Background: an optimization exercise with open tools, aiming at a short achievable clock period and few clock cycles per item. Do not read the settings as production practice.
Function was checked by simulation only, so behaviour that the tests miss may differ from the original.
Power is estimated from default activity; no workload was simulated.

## flow/config.mk

```make
export PLATFORM = sky130hd
export DESIGN_NAME = lru_byte_budget_texture_cache
export DESIGN_NICKNAME = lru_byte_budget_texture_cache
export VERILOG_FILES = /design/flow/design.v
export SDC_FILE = /design/flow/constraint.sdc
export NUM_CORES = 4
export LEC_CHECK = 0
export ABC_CLOCK_PERIOD_IN_PS = 3000
export CAP_MARGIN = 20
export CORE_MARGIN = 2
export CORE_UTILIZATION = 40
export SETUP_SLACK_MARGIN = 5
export SLEW_MARGIN = 20
export SYNTH_MEMORY_MAX_BITS = 16384
```

## flow/constraint.sdc

```tcl
create_clock -name core_clock -period 11.0 [get_ports {clk}]
set_input_delay 2.2000 -clock core_clock [delete_from_list [all_inputs] [get_ports {clk}]]
set_output_delay 2.2000 -clock core_clock [all_outputs]
set_load 0.01 [all_outputs]
```

## flow/design.v

```verilog
`timescale 1ns / 1ps
`default_nettype none
package lbtc_pkg;
	localparam int ENTRIES     = 64;
	localparam int SLOT_W      = $clog2(ENTRIES);
	localparam int LINK_W      = SLOT_W + 1;
	localparam int COUNT_W     = LINK_W;
	localparam int MARGIN_ROWS = 4;
	localparam int WORD_BYTES  = 4;
	localparam logic [LINK_W-1:0] NIL = LINK_W'(ENTRIES);
	localparam logic [1:0] FN_ACCESS      = 2'd0;
	localparam logic [1:0] FN_REMOVE_POLY = 2'd1;
	localparam logic [1:0] FN_REMOVE_TEX  = 2'd2;
	localparam logic [1:0] FN_CLEAR       = 2'd3;
	localparam logic REG_BUDGET = 1'b0;
	localparam logic REG_TEXEL  = 1'b1;
	typedef struct packed {
		logic [15:0] polygon;
		logic [15:0] texture;
		logic [1:0]  mip;
		logic [31:0] size;
		logic [31:0] frame;
	} ent_t;
	typedef struct packed {
		logic [LINK_W-1:0] newer;
		logic [LINK_W-1:0] older;
	} lnk_t;
endpackage
`default_nettype wire
`timescale 1ns / 1ps
`default_nettype none
import lbtc_pkg::*;
module lbtc_size (
	input  wire logic        clk,
	input  wire logic [2:0]  texel_bytes,
	input  wire logic [12:0] tex_width,
	input  wire logic [12:0] tex_height,
	input  wire logic [1:0]  mip_level,
	input  wire logic [15:0] lightmap_words,
	output logic      [31:0] entry_bytes
);
	logic [12:0] cols;
	logic [13:0] rows;
	logic [26:0] area_s1;
	logic [2:0]  tb_s1;
	logic [15:0] lw_s1;
	logic [29:0] texels;
	logic [17:0] lw_bytes;
	always_comb begin
		cols = tex_width >> mip_level;
		rows = ((14'(tex_height) + ((14'd1 << mip_level) - 14'd1)) >> mip_level)
			+ 14'(2 * MARGIN_ROWS);
	end
	always_ff @(posedge clk) begin
		area_s1 <= 27'(cols) * 27'(rows);
		tb_s1   <= texel_bytes;
		lw_s1   <= lightmap_words;
	end
	always_comb begin
		texels   = 30'(tb_s1) * 30'(area_s1);
		lw_bytes = 18'(lw_s1) * 18'(WORD_BYTES);
	end
	always_ff @(posedge clk) begin
		entry_bytes <= 32'(texels) + 32'(lw_bytes);
	end
endmodule
`default_nettype wire
`timescale 1ns / 1ps
`default_nettype none
import lbtc_pkg::*;
module lru_byte_budget_texture_cache (
	input  wire logic        clk,
	input  wire logic        arst_n,
	input  wire logic        cfg_we,
	input  wire logic        cfg_idx,
	input  wire logic [31:0] cfg_data,
	input  wire logic        start,
	output logic             busy,
	input  wire logic [1:0]  func,
	input  wire logic [15:0] polygon_id,
	input  wire logic [15:0] texture_id,
	input  wire logic [1:0]  mip_level,
	input  wire logic [12:0] tex_width,
	input  wire logic [12:0] tex_height,
	input  wire logic [15:0] lightmap_words,
	input  wire logic [31:0] frame_number,
	output logic             done,
	output logic             hit,
	output logic [5:0]       slot,
	output logic [31:0]      entry_bytes,
	output logic [6:0]       evicted_count,
	output logic [31:0]      total_bytes,
	output logic [6:0]       entry_count
);
	typedef enum logic [3:0] {
		ST_IDLE, ST_SC_START, ST_SCAN, ST_SIZE, ST_EV_CHK, ST_EV_PICK,
		ST_UL_RD, ST_UL_A, ST_UL_B, ST_PF_A, ST_PF_B, ST_TOUCH, ST_FINISH
	} state_t;
	state_t state_q;
	logic [1:0]  func_q, mip_q;
	logic [15:0] poly_q, tex_q, lw_q;
	logic [12:0] w_q, h_q;
	logic [31:0] frame_q, budget_q;
	logic [2:0]  tb_q;
	logic [ENTRIES-1:0] valid_q;
	logic [LINK_W-1:0]  front_q, back_q, nw_q, od_q;
	logic [31:0]        bytes_q, size_q;
	logic [COUNT_W-1:0] count_q, evict_q, idx_q;
	logic [SLOT_W-1:0]  cmp_idx_s1, tgt_q, slot_q, free_slot, victim;
	logic [32:0]        tot_q;
	logic               hit_q, drop_q, full_done_q, done_q, key_hit;
	logic [31:0]        new_size;
	logic [65:0]       ent_mem [0:ENTRIES-1];
	logic [31:0]       frm_mem [0:ENTRIES-1];
	logic [LINK_W-1:0] lnw_mem [0:ENTRIES-1];
	logic [LINK_W-1:0] lod_mem [0:ENTRIES-1];
	lbtc_pkg::ent_t ent_rd, ent_wd;
	lbtc_pkg::lnk_t lnk_rd, lnk_wd;
	logic [SLOT_W-1:0] ent_ra, ent_wa, lnk_ra, lnk_wa;
	logic ent_we_all, ent_we_frame, lnk_we_new, lnk_we_old;
	lbtc_size u_size (
		.clk            (clk),
		.texel_bytes    (tb_q),
		.tex_width      (w_q),
		.tex_height     (h_q),
		.mip_level      (mip_q),
		.lightmap_words (lw_q),
		.entry_bytes    (new_size)
	);
	always_comb begin
		free_slot = '0;
		for (int i = ENTRIES - 1; i >= 0; i--) begin
			if (!valid_q[i]) free_slot = SLOT_W'(i);
		end
	end
	always_comb begin
		if (func_q == FN_REMOVE_TEX) begin
			key_hit = valid_q[cmp_idx_s1] && ent_rd.mip == mip_q && ent_rd.texture == tex_q;
		end else begin
			key_hit = valid_q[cmp_idx_s1] && ent_rd.mip == mip_q && ent_rd.polygon == poly_q;
		end
		victim = (ent_rd.frame == frame_q) ? front_q[SLOT_W-1:0] : back_q[SLOT_W-1:0];
	end
	always_comb begin
		ent_ra       = tgt_q;
		lnk_ra       = tgt_q;
		ent_wa       = tgt_q;
		lnk_wa       = tgt_q;
		ent_we_all   = 1'b0;
		ent_we_frame = 1'b0;
		lnk_we_new   = 1'b0;
		lnk_we_old   = 1'b0;
		ent_wd       = {poly_q, tex_q, mip_q, size_q, frame_q};
		lnk_wd       = {NIL, front_q};
		case (state_q)
			ST_SC_START: ent_ra = idx_q[SLOT_W-1:0];
			ST_SCAN:     ent_ra = cmp_idx_s1 + SLOT_W'(1);
			ST_EV_CHK:   ent_ra = back_q[SLOT_W-1:0];
			ST_UL_A: begin
				lnk_wa     = lnk_rd.newer[SLOT_W-1:0];
				lnk_wd     = {lnk_rd.newer, lnk_rd.older};
				lnk_we_old = !lnk_rd.newer[SLOT_W];
			end
			ST_UL_B: begin
				lnk_wa     = od_q[SLOT_W-1:0];
				lnk_wd     = {nw_q, od_q};
				lnk_we_new = !od_q[SLOT_W];
			end
			ST_PF_A: begin
				lnk_we_new   = 1'b1;
				lnk_we_old   = 1'b1;
				ent_we_all   = !hit_q;
				ent_we_frame = hit_q;
			end
			ST_PF_B: begin
				lnk_wa     = front_q[SLOT_W-1:0];
				lnk_wd     = {1'b0, tgt_q, front_q};
				lnk_we_new = !front_q[SLOT_W];
			end
			ST_TOUCH: ent_we_frame = 1'b1;
			default: ;
		endcase
	end
	always_ff @(posedge clk) begin
		ent_rd <= {ent_mem[ent_ra], frm_mem[ent_ra]};
		lnk_rd <= {lnw_mem[lnk_ra], lod_mem[lnk_ra]};
		if (ent_we_all) ent_mem[ent_wa] <= ent_wd[97:32];
		if (ent_we_all || ent_we_frame) frm_mem[ent_wa] <= ent_wd.frame;
		if (lnk_we_new) lnw_mem[lnk_wa] <= lnk_wd.newer;
		if (lnk_we_old) lod_mem[lnk_wa] <= lnk_wd.older;
	end
	always_ff @(posedge clk or negedge arst_n) begin
		if (!arst_n) begin
			state_q     <= ST_IDLE;
			valid_q     <= '0;
			front_q     <= NIL;
			back_q      <= NIL;
			bytes_q     <= '0;
			count_q     <= '0;
			budget_q    <= '0;
			tb_q        <= 3'd1;
			done_q      <= 1'b0;
			hit_q       <= 1'b0;
			drop_q      <= 1'b0;
			full_done_q <= 1'b0;
		end else begin
			case (state_q)
				ST_IDLE: begin
					done_q <= 1'b0;
					if (cfg_we) begin
						case (cfg_idx)
							REG_BUDGET: begin
								budget_q <= cfg_data;
								valid_q  <= '0;
								front_q  <= NIL;
								back_q   <= NIL;
								bytes_q  <= '0;
								count_q  <= '0;
							end
							REG_TEXEL: tb_q <= cfg_data[2:0];
							default: ;
						endcase
					end
					if (start) begin
						func_q      <= func;
						poly_q      <= polygon_id;
						tex_q       <= texture_id;
						mip_q       <= mip_level;
						w_q         <= tex_width;
						h_q         <= tex_height;
						lw_q        <= lightmap_words;
						frame_q     <= frame_number;
						hit_q       <= 1'b0;
						slot_q      <= '0;
						size_q      <= '0;
						evict_q     <= (func == FN_CLEAR) ? count_q : '0;
						idx_q       <= '0;
						full_done_q <= 1'b0;
						if (func == FN_CLEAR) begin
							valid_q <= '0;
							front_q <= NIL;
							back_q  <= NIL;
							bytes_q <= '0;
							count_q <= '0;
							state_q <= ST_FINISH;
						end else begin
							state_q <= ST_SC_START;
						end
					end
				end
				ST_SC_START: begin
					cmp_idx_s1 <= idx_q[SLOT_W-1:0];
					if (idx_q[SLOT_W]) begin
						state_q <= (func_q == FN_ACCESS) ? ST_SIZE : ST_FINISH;
					end else begin
						state_q <= ST_SCAN;
					end
				end
				ST_SCAN: begin
					if (key_hit) begin
						tgt_q <= cmp_idx_s1;
						idx_q <= COUNT_W'(cmp_idx_s1) + COUNT_W'(1);
						case (func_q)
							FN_ACCESS: begin
								hit_q  <= 1'b1;
								slot_q <= cmp_idx_s1;
								size_q <= ent_rd.size;
								drop_q <= 1'b0;
								state_q <= (front_q == {1'b0, cmp_idx_s1}) ? ST_TOUCH : ST_UL_RD;
							end
							FN_REMOVE_POLY: begin
								hit_q   <= 1'b1;
								slot_q  <= cmp_idx_s1;
								drop_q  <= 1'b1;
								state_q <= ST_UL_RD;
							end
							default: begin
								drop_q  <= 1'b1;
								state_q <= ST_UL_RD;
							end
						endcase
					end else if (cmp_idx_s1 == SLOT_W'(ENTRIES - 1)) begin
						state_q <= (func_q == FN_ACCESS) ? ST_SIZE : ST_FINISH;
					end else begin
						cmp_idx_s1 <= cmp_idx_s1 + SLOT_W'(1);
					end
				end
				ST_SIZE: begin
					size_q  <= new_size;
					tot_q   <= {1'b0, bytes_q} + {1'b0, new_size};
					state_q <= ST_EV_CHK;
				end
				ST_EV_CHK: begin
					if (!back_q[SLOT_W] && tot_q > {1'b0, budget_q}) begin
						state_q <= ST_EV_PICK;
					end else if (!full_done_q && count_q[SLOT_W] && !back_q[SLOT_W]) begin
						full_done_q <= 1'b1;
						state_q     <= ST_EV_PICK;
					end else begin
						tgt_q   <= free_slot;
						slot_q  <= free_slot;
						state_q <= ST_PF_A;
					end
				end
				ST_EV_PICK: begin
					tgt_q   <= victim;
					drop_q  <= 1'b1;
					state_q <= ST_UL_RD;
				end
				ST_UL_RD: state_q <= ST_UL_A;
				ST_UL_A: begin
					nw_q <= lnk_rd.newer;
					od_q <= lnk_rd.older;
					if (lnk_rd.newer[SLOT_W]) front_q <= lnk_rd.older;
					if (drop_q) begin
						valid_q[tgt_q] <= 1'b0;
						if (count_q != '0) count_q <= count_q - COUNT_W'(1);
						evict_q <= evict_q + COUNT_W'(1);
						if (func_q == FN_ACCESS) begin
							tot_q <= tot_q - {1'b0, ent_rd.size};
						end else begin
							bytes_q <= bytes_q - ent_rd.size;
						end
						if (func_q == FN_REMOVE_POLY) size_q <= ent_rd.size;
					end
					state_q <= ST_UL_B;
				end
				ST_UL_B: begin
					if (od_q[SLOT_W]) back_q <= nw_q;
					if (!drop_q) begin
						state_q <= ST_PF_A;
					end else begin
						case (func_q)
							FN_ACCESS:      state_q <= ST_EV_CHK;
							FN_REMOVE_POLY: state_q <= ST_FINISH;
							default:        state_q <= ST_SC_START;
						endcase
					end
				end
				ST_PF_A: begin
					if (!hit_q) valid_q[tgt_q] <= 1'b1;
					state_q <= ST_PF_B;
				end
				ST_PF_B: begin
					if (front_q[SLOT_W]) back_q <= {1'b0, tgt_q};
					front_q <= {1'b0, tgt_q};
					if (!hit_q) begin
						count_q <= count_q + COUNT_W'(1);
						bytes_q <= tot_q[31:0];
					end
					state_q <= ST_FINISH;
				end
				ST_TOUCH: state_q <= ST_FINISH;
				ST_FINISH: begin
					done_q  <= 1'b1;
					state_q <= ST_IDLE;
				end
				default: state_q <= ST_IDLE;
			endcase
		end
	end
	assign busy          = (state_q != ST_IDLE);
	assign done          = done_q;
	assign hit           = hit_q;
	assign slot          = slot_q;
	assign entry_bytes   = size_q;
	assign evicted_count = evict_q;
	assign total_bytes   = bytes_q;
	assign entry_count   = count_q;
endmodule
`default_nettype wire
```

## flow/run.sh

```bash
#!/bin/bash
# synth_recipe.tcl (not shown) runs the flow's synth.tcl, then flattens the netlist and writes it again
# the make line also repeats each setting of config.mk as NAME=value (left out here)
make -C /OpenROAD-flow-scripts/flow DESIGN_CONFIG=/design/flow/config.mk WORK_HOME=/design/flow/orfs CLKGATE_MAP_FILE= SYNTH_SCRIPT=/design/flow/synth_recipe.tcl finish
```

==> reports/summary.txt <==
CP endpoint kind: register
synth top area cells: edfxtp_1 70%, nand2_1 8.0%, a311oi_1 3.2%
top cell type's share of synthesized area: 69.7%
Post-synth top flop: edfxtp_1
TritonCTS clock tree: yes
clock latency on the worst-skew pair: 1170 ps
initial antenna violation count: 33
overall routed net length: 984000 µm
Hold Fails Final Rpt: 0
syn avg cell area: 13.1 µm²
Worst-Margin Slew: 1240 ps
CP max-delay cell: fa_1
P_leak: 123 nW
DR vias: 208000
DP Cell Count: 34000
Synth Warn #: 2
Port Buffers: 233
FF-to-FF End: u_size.area_s1[25]
Logic pwr share: 46.4%
DR iter-0 viols: 26900
routed vias/inst: 5.83
htree depth: 6
DRC viols: 0
switching power: 46.5 mW
Async SR Flop Fraction: 2.07%
skew final: 115 ps
final setup fails: 0
Setup Crit Path Kind: reg -> reg
CTS Root Cell: clkbuf_16
total number of placement rows: 327
Power Density: 318 nW/µm²
type of origin of the critical path: register
die footprint: 803000 µm²
period utilisation layout: 79.8%
Synth cell types: 99
cts hold-fix bufs: 0
Worst Path Required: 12080 ps
final core occ: 45.5%
Seq pwr share: 30.8%
clock power share: 22.9%
Mapped Area: 318000 µm²
largest net degree at the start of global routing: 183
register-to-register setup slack: 2220 ps
cell mode on critical path: fa_1
Total GRT Usage: 23.6%
die height: 896 µm
Die Wd: 896 µm
reg2reg start: mip_q[1]
cell taking the most area after synthesis: edfxtp_1
hold depth: 0
EDFF count, synth: 7389
fin area: 361000 µm²
CTS clk-pin slew, worst paths: 60 ps
CP delay by family, top: adder cells
DRT antenna net count: 0
outcome: no timing/DRC/antenna violations
# fillers: 69900
max-slew violation count: 0
CTS sink count: 7738
WP data arrival: 9860 ps
post-synthesis sequential area ratio: 72.2%
post-DP HPWL: 525000 µm
Int Pwr: 68.5 mW
RSZ-0062 raised after global routing: true
commonest cells after routing, fill and taps aside: 7389 x edfxtp_1, 6742 x nand2_1, 1633 x nand3_1, 1178 x a311oi_1, 803 x and3_1
syn_nets: 25000
crit path max fanout: 4
layout cells sized above 1: 8.78%
Area Growth Syn to Fin: 13.4%
CP Buf/Inv Count: 8
clock buffer depth: 4
I/O Pins: 234
Tot Pwr: 115 mW
R2R cell count: 38
Sw Share: 40.4%
setup tns final: 0 ps
commonest non-fill, non-tap cell in the layout: edfxtp_1
Layout Cells excl Fill: 35600
Peak supply drop: 0.00105 V
cts bufs inserted: 781
Worst path max stage delay: 520 ps
HP Start: lw_q[4]
final worst path period need: 8780 ps
setup ws final: 2220 ps
core footprint: 793000 µm²
routability congestion estimate from global placement: 0.851
vias in the first global route: 198000
cell area after placement: 334000 µm²
Initial Util: 40.1%
fmax: 0.114 GHz
first-pass GRT wire length: 1410000 µm
drt first pass iters: 8
Syn Inst Count: 24400
Final #Nets: 25000
DR WL/cell: 27.7 µm
dpl ws: 882 ps
normalized max-slew margin: 17.1%
Min-Delay Endpoint: u_size.lw_s1[4]
hold slack: 343 ps
Max-cap violations: 0
worst hold path type: reg -> reg
#FFs+latches synth: 7738
total gr overflow: 0
[worst reg2reg max path, delay by kind of cell, from the launching register on]
| kind | cells | cell delay [ps] |
|---|---|---|
| flops | 1 | 420 |
| xor+xnor | 3 | 580 |
| compound gates | 14 | 2960 |
| fa+ha+maj | 9 | 3510 |
| buf+inv | 8 | 820 |
| simple gates | 4 | 390 |
[how the worst max path moves through the flow]
stage | start | endpoint | slack, ps | depth (start not counted)
floorplan | mip_q[0] | u_size.area_s1[25] | 1480 | 36
detailed placement | mip_q[1] | u_size.area_s1[25] | 880 | 35
CTS | mip_q[1] | u_size.area_s1[25] | 2110 | 35
finish | mip_q[1] | u_size.area_s1[25] | 2220 | 38
global route | mip_q[1] | u_size.area_s1[25] | 1890 | 38
global placement | mip_q[1] | u_size.area_s1[25] | 880 | 33
[per-layer routing]
layer / vias to the layer above / global-route usage, % / routed length, µm
met4: 14 / 6.27 / 28700
met2: 9711 / 37.8 / 457000
li1: 90700 / - / -
met3: 1671 / 3.90 / 88500
met1: 105000 / 33.6 / 409000
met5: - / 0 / 97
[sequential cells by signal, summed over array words and instances (netlist names), 31 cells and up, named ones only]
register            count
frame_q                32
bytes_q                32
budget_q               32
ent_rd                 98
lnw_mem               448
tot_q                  33
frm_mem              2048
lod_mem               448
ent_mem              4224
size_q                 32
u_size.entry_bytes     31
[kinds of logic (layout without fill, tap and decap cells)]
group                    Yosys count  in the layout  synth area share, %
AND/OR/NAND/NOR                10100          10100                 13.5
flip-flops                      7738           7738                 72.2
AO/OA/AOI/OAI                   3773           3774                 8.57
buffers and inverters           2022           2699                 2.60
adder cells (fa/ha/maj)          444            444                 2.17
XOR/XNOR                         226            226                0.622
multiplexers                     104            104                0.409
other                              0              6                    0
[timing repair]
item                                    4_1_cts  5_1_grt
cloned                                        2        0
gates resized for setup                     107       72
endpoints found under the setup margin       30      272
pin swaps                                    63       66
endpoints found under the hold margin         0        0
setup buffers                                54       36
[cell usage after synthesis, drive strengths merged (61+ instances only)]
master,n
a311oi,1178
a31oi,473
dfxtp,189
ha,265
inv,334
xor2,82
fa,179
a21o,71
o21ai,321
nor3,61
edfxtp,7389
nand2,6772
nor2,482
a22o,93
a211oi,313
a22oi,382
buf,561
a221oi,61
and3,809
xnor2,144
dfrtp,157
clkbuf,1122
a21oi,638
nand3,1641
and2,74
[power groups by stage]
stage / Sequential (mW) / Combinational, mW / Clock (mW)
6_report: 35.4 / 53.3 / 26.3
5_1_grt: 35.4 / 57.9 / 27.7
4_1_cts: 35.3 / 50.2 / 26.6
3_5_place_dp: 36.0 / 47.5 / 0
3_3_place_gp: 36.0 / 47.3 / 0
2_1_floorplan: 36.0 / 32.7 / 0
[final cells by class]
| type | instances | area [µm²] | share of cell area [%] |
|---|---|---|---|
| clock inverter | 368 | 3820 | 1.06 |
| clock buffer | 1080 | 21300 | 5.91 |
| inverter | 339 | 1310 | 0.364 |
| tap | 10500 | 13200 | 3.65 |
| sequential | 7738 | 230000 | 63.6 |
| antenna | 6 | 15.0 | 0.00416 |
| timing repair buffer | 911 | 8970 | 2.49 |
| multi-input combinational | 14600 | 82600 | 22.9 |
| timing repair inverter | 1 | 8.76 | 0.00243 |
Testbench counts, summed over its fixed seeds: cycles 469,533, items 7,200.

## afterwards: timing with drivers on the ports
Ports are ideal in the flow. The routed layout listed here was re-timed in OpenROAD.
Step 1: set_driving_cell puts a clkbuf_16 on clk and a buf_2 on each other input, an assumption about the parent block.
Step 2 also shifts input and output timing later by t, the mid clock arrival at the registers, as if the neighbouring blocks saw the same clock.
a / b / c = ideal ports / drivers / drivers and shift; a / b = the first two.
t, ns: 1.249
setup WS [ns]: 2.219 / 2.219 / 2.219
worst hold slack (ns): 0.343 / 0.343 / 0.343
slew at the worst register clock pin (ns): 0.07 / 0.07
cell pins on the clock port's net: 1
After both steps this run still meets setup and hold. The setup slack of this run moves by 0.000 ns with the drivers and by 0.000 ns with both steps.
